What follows belongs to an exercise in optimizing a design on an open flow for small area; a production flow would make more cautious choices.
The RTL was checked by simulation tests, not by an equivalence proof against the original design.
Power is estimated from default activity; no workload was simulated.

==> flow/design.v <==
package wsm_pkg;
    typedef enum logic [1:0] {
        ST_IDLE  = 2'd0,
        ST_FETCH = 2'd1,
        ST_DRAIN = 2'd2
    } wsm_state_e;
    localparam int WSM_ADDR_W = 18;
    typedef struct packed {
        logic [WSM_ADDR_W-1:0] base;
        logic [WSM_ADDR_W:0]   len;
    } wsm_desc_t;
    localparam int WSM_MNIST_FIRST = 0;
    localparam int WSM_MNIST_LAST  = 7;
    localparam int WSM_CIFAR_FIRST = 16;
    localparam int WSM_CIFAR_LAST  = 59;
endpackage
module rom_generic #(
    parameter int DATA_WIDTH = 8,
    parameter int ADDR_WIDTH = 18
) (
    input  logic [ADDR_WIDTH-1:0] addr_i,
    output logic [DATA_WIDTH-1:0] data_o
);
    always_comb begin
        data_o = addr_i[DATA_WIDTH-1:0];
        for (int i = DATA_WIDTH; i < ADDR_WIDTH; i++) begin
            data_o[i % DATA_WIDTH] = data_o[i % DATA_WIDTH] ^ addr_i[i];
        end
    end
endmodule
module wsm_fifo #(
    parameter int  WIDTH = 8,
    parameter int  DEPTH = 4,
    localparam int PTR_W = $clog2(DEPTH),
    localparam int CNT_W = PTR_W + 1
) (
    input  logic             clk,
    input  logic             rst_n,
    input  logic             flush_i,
    input  logic             alloc_i,      
    input  logic [WIDTH-1:0] alloc_data_i,
    input  logic             arrive_i,     
    input  logic             rd_en_i,      
    output logic [WIDTH-1:0] rd_data_o,
    output logic             empty_o,
    output logic [CNT_W-1:0] count_o
);
    logic [WIDTH-1:0] mem_q [DEPTH];
    logic [PTR_W-1:0] wr_ptr_q;
    logic [PTR_W-1:0] rd_ptr_q;
    logic [CNT_W-1:0] count_q;
    always_ff @(posedge clk) begin
        if (alloc_i) begin
            mem_q[wr_ptr_q] <= alloc_data_i;
        end
    end
    always_ff @(posedge clk or negedge rst_n) begin
        if (!rst_n) begin
            wr_ptr_q <= '0;
            rd_ptr_q <= '0;
            count_q  <= '0;
        end else if (flush_i) begin
            wr_ptr_q <= '0;
            rd_ptr_q <= '0;
            count_q  <= '0;
        end else begin
            if (alloc_i) wr_ptr_q <= wr_ptr_q + PTR_W'(1);
            if (rd_en_i) rd_ptr_q <= rd_ptr_q + PTR_W'(1);
            count_q <= count_q + CNT_W'(arrive_i) - CNT_W'(rd_en_i);
        end
    end
    assign empty_o   = (count_q == '0);
    assign count_o   = count_q;
    assign rd_data_o = empty_o ? '0 : mem_q[rd_ptr_q];
endmodule
module weight_stream_mem #(
    parameter int    DATA_WIDTH = 8,
    parameter int    ADDR_WIDTH = 18,
    parameter int    NUM_LAYERS = 64,
    parameter int    FIFO_DEPTH = 4,
    localparam int   LAYER_W    = $clog2(NUM_LAYERS)
) (
    input  logic                  clk,
    input  logic                  rst_n,
    input  logic                  cfg_we,
    input  logic [LAYER_W-1:0]    cfg_layer,
    input  logic [ADDR_WIDTH-1:0] cfg_base,
    input  logic [ADDR_WIDTH:0]   cfg_len,
    output logic                  cfg_err,
    input  logic                  start,
    input  logic [LAYER_W-1:0]    layer_select,
    input  logic [ADDR_WIDTH-1:0] offset,
    input  logic [ADDR_WIDTH:0]   count,
    input  logic                  abort,
    output logic                  busy,
    output logic                  done,
    output logic                  err,
    output logic                  m_valid,
    input  logic                  m_ready,
    output logic [DATA_WIDTH-1:0] m_data,
    output logic                  m_last
);
    localparam int EXT_W = ADDR_WIDTH + 2;
    localparam int CNT_W = $clog2(FIFO_DEPTH) + 1;
    localparam logic [EXT_W-1:0] MEM_WORDS = EXT_W'(1) << ADDR_WIDTH;
    localparam int ENT_W = 2 * ADDR_WIDTH;
    logic [ENT_W-1:0]      tbl_q [NUM_LAYERS];
    logic [NUM_LAYERS-1:0] vld_q;
    logic [ENT_W-1:0]      sel_ent;
    logic                  sel_vld;
    logic [ADDR_WIDTH-1:0] sel_base;
    logic [ADDR_WIDTH:0]   sel_len;
    logic [EXT_W-1:0]      cfg_end;
    logic [EXT_W-1:0]      req_end;
    logic                  cfg_ok;
    logic                  start_ok;
    logic                  cfg_err_q;
    logic                  busy_q;
    logic                  drain_q;
    logic                  done_q;
    logic                  err_q;
    logic [ADDR_WIDTH-1:0] rd_addr_q;
    logic [ADDR_WIDTH:0]   remaining_q;
    logic                  req_v_q;
    logic                  rd_v_q;
    logic [DATA_WIDTH-1:0] rom_word;
    logic [DATA_WIDTH-1:0] fifo_head;
    logic                  fifo_empty;
    logic [CNT_W-1:0]      fifo_count;
    logic [CNT_W:0]        pending;
    logic                  fetch;
    logic                  issue;
    logic                  pop;
    logic                  abort_act;
    assign cfg_end = EXT_W'(cfg_base) + EXT_W'(cfg_len);
    assign cfg_ok  = (cfg_end <= MEM_WORDS);
    for (genvar g = 0; g < NUM_LAYERS; g++) begin : g_desc
        always_ff @(posedge clk) begin
            if (cfg_we && cfg_ok && (cfg_layer == LAYER_W'(g))) begin
                tbl_q[g] <= {cfg_base, cfg_len[ADDR_WIDTH-1:0]};
            end
        end
        always_ff @(posedge clk or negedge rst_n) begin
            if (!rst_n) begin
                vld_q[g] <= 1'b0;
            end else if (cfg_we && cfg_ok && (cfg_layer == LAYER_W'(g))) begin
                vld_q[g] <= (cfg_len != '0);
            end
        end
    end
    assign sel_ent  = tbl_q[layer_select];
    assign sel_vld  = vld_q[layer_select];
    assign sel_base = sel_ent[ENT_W-1:ADDR_WIDTH];
    assign sel_len  = sel_vld ? {(sel_ent[ADDR_WIDTH-1:0] == '0), sel_ent[ADDR_WIDTH-1:0]} : '0;
    assign req_end  = EXT_W'(offset) + EXT_W'(count);
    assign start_ok = (count != '0) && (req_end <= EXT_W'(sel_len));
    assign fetch     = busy_q && !drain_q;
    assign pending   = (CNT_W+1)'(fifo_count) + (CNT_W+1)'(req_v_q) + (CNT_W+1)'(rd_v_q);
    assign issue     = fetch && (pending < (CNT_W+1)'(FIFO_DEPTH));
    assign pop       = m_valid && m_ready;
    assign abort_act = abort && busy_q;
    always_ff @(posedge clk or negedge rst_n) begin
        if (!rst_n) begin
            cfg_err_q <= 1'b0;
        end else begin
            cfg_err_q <= cfg_we && !cfg_ok;
        end
    end
    always_ff @(posedge clk or negedge rst_n) begin
        if (!rst_n) begin
            busy_q      <= 1'b0;
            drain_q     <= 1'b0;
            done_q      <= 1'b0;
            err_q       <= 1'b0;
            rd_addr_q   <= '0;
            remaining_q <= '0;
            req_v_q     <= 1'b0;
            rd_v_q      <= 1'b0;
        end else begin
            done_q  <= 1'b0;
            err_q   <= 1'b0;
            req_v_q <= 1'b0;
            rd_v_q  <= req_v_q;
            if (!busy_q) begin
                if (start) begin
                    if (start_ok) begin
                        rd_addr_q   <= sel_base + offset;
                        remaining_q <= count;
                        busy_q      <= 1'b1;
                    end else begin
                        err_q <= 1'b1;
                    end
                end
            end else if (!drain_q) begin
                if (issue) begin
                    req_v_q     <= 1'b1;
                    rd_addr_q   <= rd_addr_q + ADDR_WIDTH'(1);
                    remaining_q <= remaining_q - (ADDR_WIDTH+1)'(1);
                    if (remaining_q == (ADDR_WIDTH+1)'(1)) begin
                        drain_q <= 1'b1;
                    end
                end
            end else begin
                if (pop && m_last) begin
                    done_q  <= 1'b1;
                    busy_q  <= 1'b0;
                    drain_q <= 1'b0;
                end
            end
            if (abort_act) begin
                busy_q  <= 1'b0;
                drain_q <= 1'b0;
                done_q  <= 1'b0;
                req_v_q <= 1'b0;
                rd_v_q  <= 1'b0;
            end
        end
    end
    rom_generic #(
        .DATA_WIDTH (DATA_WIDTH),
        .ADDR_WIDTH (ADDR_WIDTH)
    ) u_rom (
        .addr_i (rd_addr_q),
        .data_o (rom_word)
    );
    wsm_fifo #(
        .WIDTH (DATA_WIDTH),
        .DEPTH (FIFO_DEPTH)
    ) u_fifo (
        .clk          (clk),
        .rst_n        (rst_n),
        .flush_i      (abort_act),
        .alloc_i      (issue),
        .alloc_data_i (rom_word),
        .arrive_i     (rd_v_q),
        .rd_en_i      (pop),
        .rd_data_o    (fifo_head),
        .empty_o      (fifo_empty),
        .count_o      (fifo_count)
    );
    assign m_valid = !fifo_empty;
    assign m_last  = m_valid && drain_q && (pending == (CNT_W+1)'(1));
    assign m_data  = fifo_head;
    assign busy    = busy_q;
    assign done    = done_q;
    assign err     = err_q;
    assign cfg_err = cfg_err_q;
endmodule
==> flow/run.sh <==
#!/bin/bash
# synth_recipe.tcl (not shown) runs the flow's synth.tcl, then flattens the netlist and writes it again
# the make line also repeats each setting of config.mk as NAME=value (left out here)
make -C /OpenROAD-flow-scripts/flow DESIGN_CONFIG=/design/flow/config.mk WORK_HOME=/design/flow/orfs CLKGATE_MAP_FILE= SYNTH_SCRIPT=/design/flow/synth_recipe.tcl finish
==> flow/config.mk <==
export PLATFORM = sky130hd
export DESIGN_NAME = weight_stream_mem
export DESIGN_NICKNAME = weight_stream_mem
export VERILOG_FILES = /design/flow/design.v
export SDC_FILE = /design/flow/constraint.sdc
export NUM_CORES = 4
export LEC_CHECK = 0
export CAP_MARGIN = 30
export CORE_MARGIN = 2
export CORE_UTILIZATION = 40
export SLEW_MARGIN = 50
==> flow/constraint.sdc <==
create_clock -name core_clock -period 10.0 [get_ports {clk}]
set_input_delay 2.0000 -clock core_clock [delete_from_list [all_inputs] [get_ports {clk}]]
set_output_delay 2.0000 -clock core_clock [all_outputs]
set_load 0.01 [all_outputs]
==> run summary <==
[worst max-delay path: stages]
cell	delay [ns]
sky130_fd_sc_hd__clkdlybuf4s50_1	0.78
sky130_fd_sc_hd__nand2b_2	0.59
sky130_fd_sc_hd__buf_4	0.28
sky130_fd_sc_hd__nor2_4	0.10
sky130_fd_sc_hd__buf_6	0.33
sky130_fd_sc_hd__a222oi_1	0.40
sky130_fd_sc_hd__nand3_1	0.16
sky130_fd_sc_hd__nor3_1	0.52
sky130_fd_sc_hd__nand4_1	0.42
sky130_fd_sc_hd__mux2i_1	0.30
sky130_fd_sc_hd__nand4b_1	0.18
sky130_fd_sc_hd__or4_1	0.73
sky130_fd_sc_hd__ha_1	0.37
sky130_fd_sc_hd__nand4_1	0.10
sky130_fd_sc_hd__or4_1	0.55
sky130_fd_sc_hd__o22ai_1	0.12
sky130_fd_sc_hd__a31oi_1	0.06
sky130_fd_sc_hd__o21ai_0	0.15
sky130_fd_sc_hd__o221a_2	0.27
sky130_fd_sc_hd__a31o_2	0.42
sky130_fd_sc_hd__buf_4	0.32
sky130_fd_sc_hd__o21ai_0	0.11
sky130_fd_sc_hd__nor2_1	0.12
[placed cells by master, fill, tap and decap left out, types with 49 or more instances in the layout]
cell type                         synthesis  final
sky130_fd_sc_hd__a21oi_1                 68     68
sky130_fd_sc_hd__a22oi_1               1082   1082
sky130_fd_sc_hd__buf_4                   14    269
sky130_fd_sc_hd__clkbuf_16                0    240
sky130_fd_sc_hd__clkdlybuf4s50_1          0     63
sky130_fd_sc_hd__clkinv_1                 1     53
sky130_fd_sc_hd__dfrtp_1                115    115
sky130_fd_sc_hd__edfxtp_1              2336   2336
sky130_fd_sc_hd__ha_1                    83     83
sky130_fd_sc_hd__nand2_1                386    386
sky130_fd_sc_hd__nand3_1                 56     55
sky130_fd_sc_hd__nand4_1                152    152
sky130_fd_sc_hd__nor2_1                 162    102
sky130_fd_sc_hd__nor2_4                   0     63
sky130_fd_sc_hd__nor3_1                 116    100
sky130_fd_sc_hd__nor3_4                   5     49
sky130_fd_sc_hd__nor4_1                  64     59
sky130_fd_sc_hd__o21ai_0                 54     54
[final cells by class]
type                    count  area [sq um]  area share [%]
diodes                     18          45.0          0.0412
repair buffers            469          4480            4.10
well taps                3043          3810            3.48
inverters                  28           106          0.0973
flip-flops and latches   2451         73000            66.8
multi-input cells        2736         19900            18.2
clock buffers             286          6180            5.65
clock inverters           161          1760            1.61
[per-layer routing]
layer,up-vias,routed length (um)
li1,23400,-
met1,32000,134000
met2,6789,167000
met3,1454,70700
met4,36,28700
met5,-,476
[how the worst min path moves through the flow]
stage	from	endpoint	slack (ns)	cells after the start
after floorplan	vld_q[10]	vld_q[10]	0.45	1
after global placement	vld_q[6]	vld_q[6]	0.46	1
after detailed placement	vld_q[43]	vld_q[43]	0.47	1
after CTS	vld_q[43]	vld_q[43]	0.49	1
after global routing	vld_q[8]	vld_q[8]	0.50	1
final	vld_q[26]	vld_q[26]	0.48	1
[per-stage QoR]
stage / hold WS, ns / cells
3_5_place_dp: 0.471 / 8721
3_3_place_gp: 0.463 / 8695
6_report: 0.482 / 9192
5_1_grt: 0.497 / 9178
2_1_floorplan: 0.452 / 5480
4_1_cts: 0.485 / 9168
[sequential cells by signal, indices dropped and copies added (netlist names)]
signal           cells
remaining_q         19
req_v_q              1
u_fifo.count_q       3
done_q               1
tbl_q             2304
drain_q              1
err_q                1
busy_q               1
vld_q               64
u_fifo.rd_ptr_q      2
u_fifo.wr_ptr_q      2
cfg_err_q            1
u_fifo.mem_q        32
rd_addr_q           18
rd_v_q               1
[report_power, final]
part	leakage, nW	switching [mW]	internal, mW
combinational	10.0	1.04	0.562
clock	3.83	4.07	5.10
sequential	22.5	0.167	11.5
[kinds of logic (layout without fill, tap and decap cells)]
group	after synthesis	count (layout)	synth area share, %
DFF	2451	2451	78.3
muxes	110	110	1.64
and+or+nand+nor	1125	1125	6.18
adders and majority gates	88	88	1.22
buffers and inverters	293	944	1.38
other	0	18	0
AOI/OAI and AO/OA	1357	1357	10.8
xor gates and xnor gates	56	56	0.526
==> flow_metrics.tcl <==
set metrics [dict create \
    status "finished clean" \
    r2r_end "remaining_q[12]" \
    vias 63700 \
    layout_setup_ws_ns 1.38 \
    gpl.final_weighted_congestion 0.953 \
    postCtsHoldBufs 0 \
    ys_ff_latch 2451 \
    drt-pass1-iter-count 10 \
    grt_first_pass_wirelength_mm 525 \
    fill_cells 19400 \
    post-synth-top-area-cell "sky130_fd_sc_hd__edfxtp_1" \
    number_of_sinks_handled_by_clock_tree_synthesis 2451 \
    dpl-instance-area_sq_um 101000 \
    postRouteWirelength_mm 401 \
    ys_top_cells_by_count "2336 x sky130_fd_sc_hd__edfxtp_1, 1082 x sky130_fd_sc_hd__a22oi_1, 386 x sky130_fd_sc_hd__nand2_1, 162 x sky130_fd_sc_hd__nor2_1, 153 x sky130_fd_sc_hd__clkbuf_1" \
    asyncSetResetFlopFracSynth_pct 4.69 \
    worstPathArrival_ns 9.43 \
    max-clock-path-buffers 3 \
    mappedNetlistArea_sq_um 93300 \
    placement.setup.worst_slack_ns 0.671 \
    start_util_pct 40.2 \
    busiest_layer "met2" \
    layout.cell_area.non_filler_sq_um 109000 \
    max_slew.worst_pin.slew_ns 0.850 \
    critical_path.max_fanout 23 \
    hold_viol_final 0 \
    setup.worst_path.end_class "register" \
    syn_avg_cell_area_sq_um 17.0 \
    placementRows 177 \
    yosys_warnings 4 \
    floorplan.core_area_sq_um 232000 \
    post_route_cells_drive_above_1_share_pct 16.2 \
    slew_headroom_pct 43.3 \
    number_of_enable_flip_flop_cells_after_synthesis 2336 \
    1st_iter_drt_viols 14000 \
    clock_tree_root_buffer_cell "sky130_fd_sc_hd__clkbuf_16" \
    worstSkewPairLatency_ns 0.92 \
    post_synth_inst_count 5480 \
    post-route-period-util_pct 86.2 \
    critPathLaunch "layer_select[0]" \
    synth_top_flop_cell "sky130_fd_sc_hd__edfxtp_1" \
    post_cts_resize_count 0 \
    final.min_clock_period_ns 8.62 \
    overflow 0 \
    fmaxAchievable_ghz 0.116 \
    worst_ir_drop_vdd_mv 0.186 \
    required_ns 10.81 \
    initial_antenna_violation_count 26 \
    fin_skew_ns 0.0936 \
    synth.yosys.seq_area_share_pct 78.3 \
    r2r_cells 19 \
    grtUsageMet3_pct 12.3 \
    htree_levels 4 \
    final_max_slew_viol_count 0 \
    number_of_global_route_vias_before_repair 58300 \
    max_cap_check_violation_count 0 \
    remaining_number_of_nets_flagged_by_the_antenna_check_after_routing 0 \
    power.total_mw 22.4 \
    r2r_setup_slack_ns 4.19 \
    leakage_nw 36.3 \
    die_area_sq_um 237000 \
    detail_route.wl_per_cell_um 43.6 \
    met2_usage_pct 47.2 \
    crit-reg2reg-launch "tbl_q[61][15]" \
    io_pins 106 \
    path_class "input port to register" \
    synth_most_common_cell "sky130_fd_sc_hd__edfxtp_1" \
    synth_nets 5660 \
    final_util_pct 47.0 \
    finalSetupViolations 0 \
    synthToLayoutAreaGrowth_pct 17.2 \
    post_synth_num_cell_types 76 \
    post_cts_setup_buffer_count 0 \
    clk_transition_reported_paths_ns 0.06 \
    drt_via_density 6.92 \
    die_boundary_height_um 487 \
    global_route.usage.total_pct 33.1 \
    timing.hold.worst.class "register to register" \
    synth.area.top_cells "sky130_fd_sc_hd__edfxtp_1 75%, sky130_fd_sc_hd__a22oi_1 8.7%, sky130_fd_sc_hd__dfrtp_1 3.1%" \
    tritoncts.num_buffers 239 \
    nets 6105 \
    finalSetupTns_ns 0 \
    place.detailed.hpwl_mm 230 \
    groute.layer.met1.usage_pct 43.2 \
    cts_tree "built" \
    power_density_nw_per_um2 205 \
    drc 0 \
    place.port_buffers 105 \
    die-width_um 487 \
    maximum_number_of_pins_on_one_net_before_global_route_repair 68 \
    yosys.area.top_type_share_pct 75.2 \
    worst_setup_path_endpoint "remaining_q[12]" \
    unrepaired_setup_endpoints_after_global_routing "false" \
    timing.critical_path.from_type "input port" \
]

[separate check: timing with driven ports]
In the flow no input, the clock included, has a driving cell. The finished layout below was timed again as built, in two steps. Step 1 sets driving cells, clkbuf_16 on the clock port and buf_2 on the other inputs (assumed; they add their load-dependent delay and slew). Step 2 adds t to the input delays and takes it off the output delays; t is the mean of the earliest and latest rising clock arrival at the registers after step 1. Input paths then give back, and output paths get back, about the clock's delay inside the block. Three values: no drivers, after step 1, after step 2; two values: the first two.
t (ns): 0.985
slack for setup (ns): 1.378 / 1.451 / 0.466
worst hold slack (ns): 0.482 / 0.482 / 0.482
worst register clock-pin slew, ns: 0.07 / 0.07
worst data-port slew with drivers (ns): 0.13
After both steps setup and hold are still met in this run. For this run, drivers alone change the setup slack by +0.073 ns; drivers and shift together by -0.912 ns.
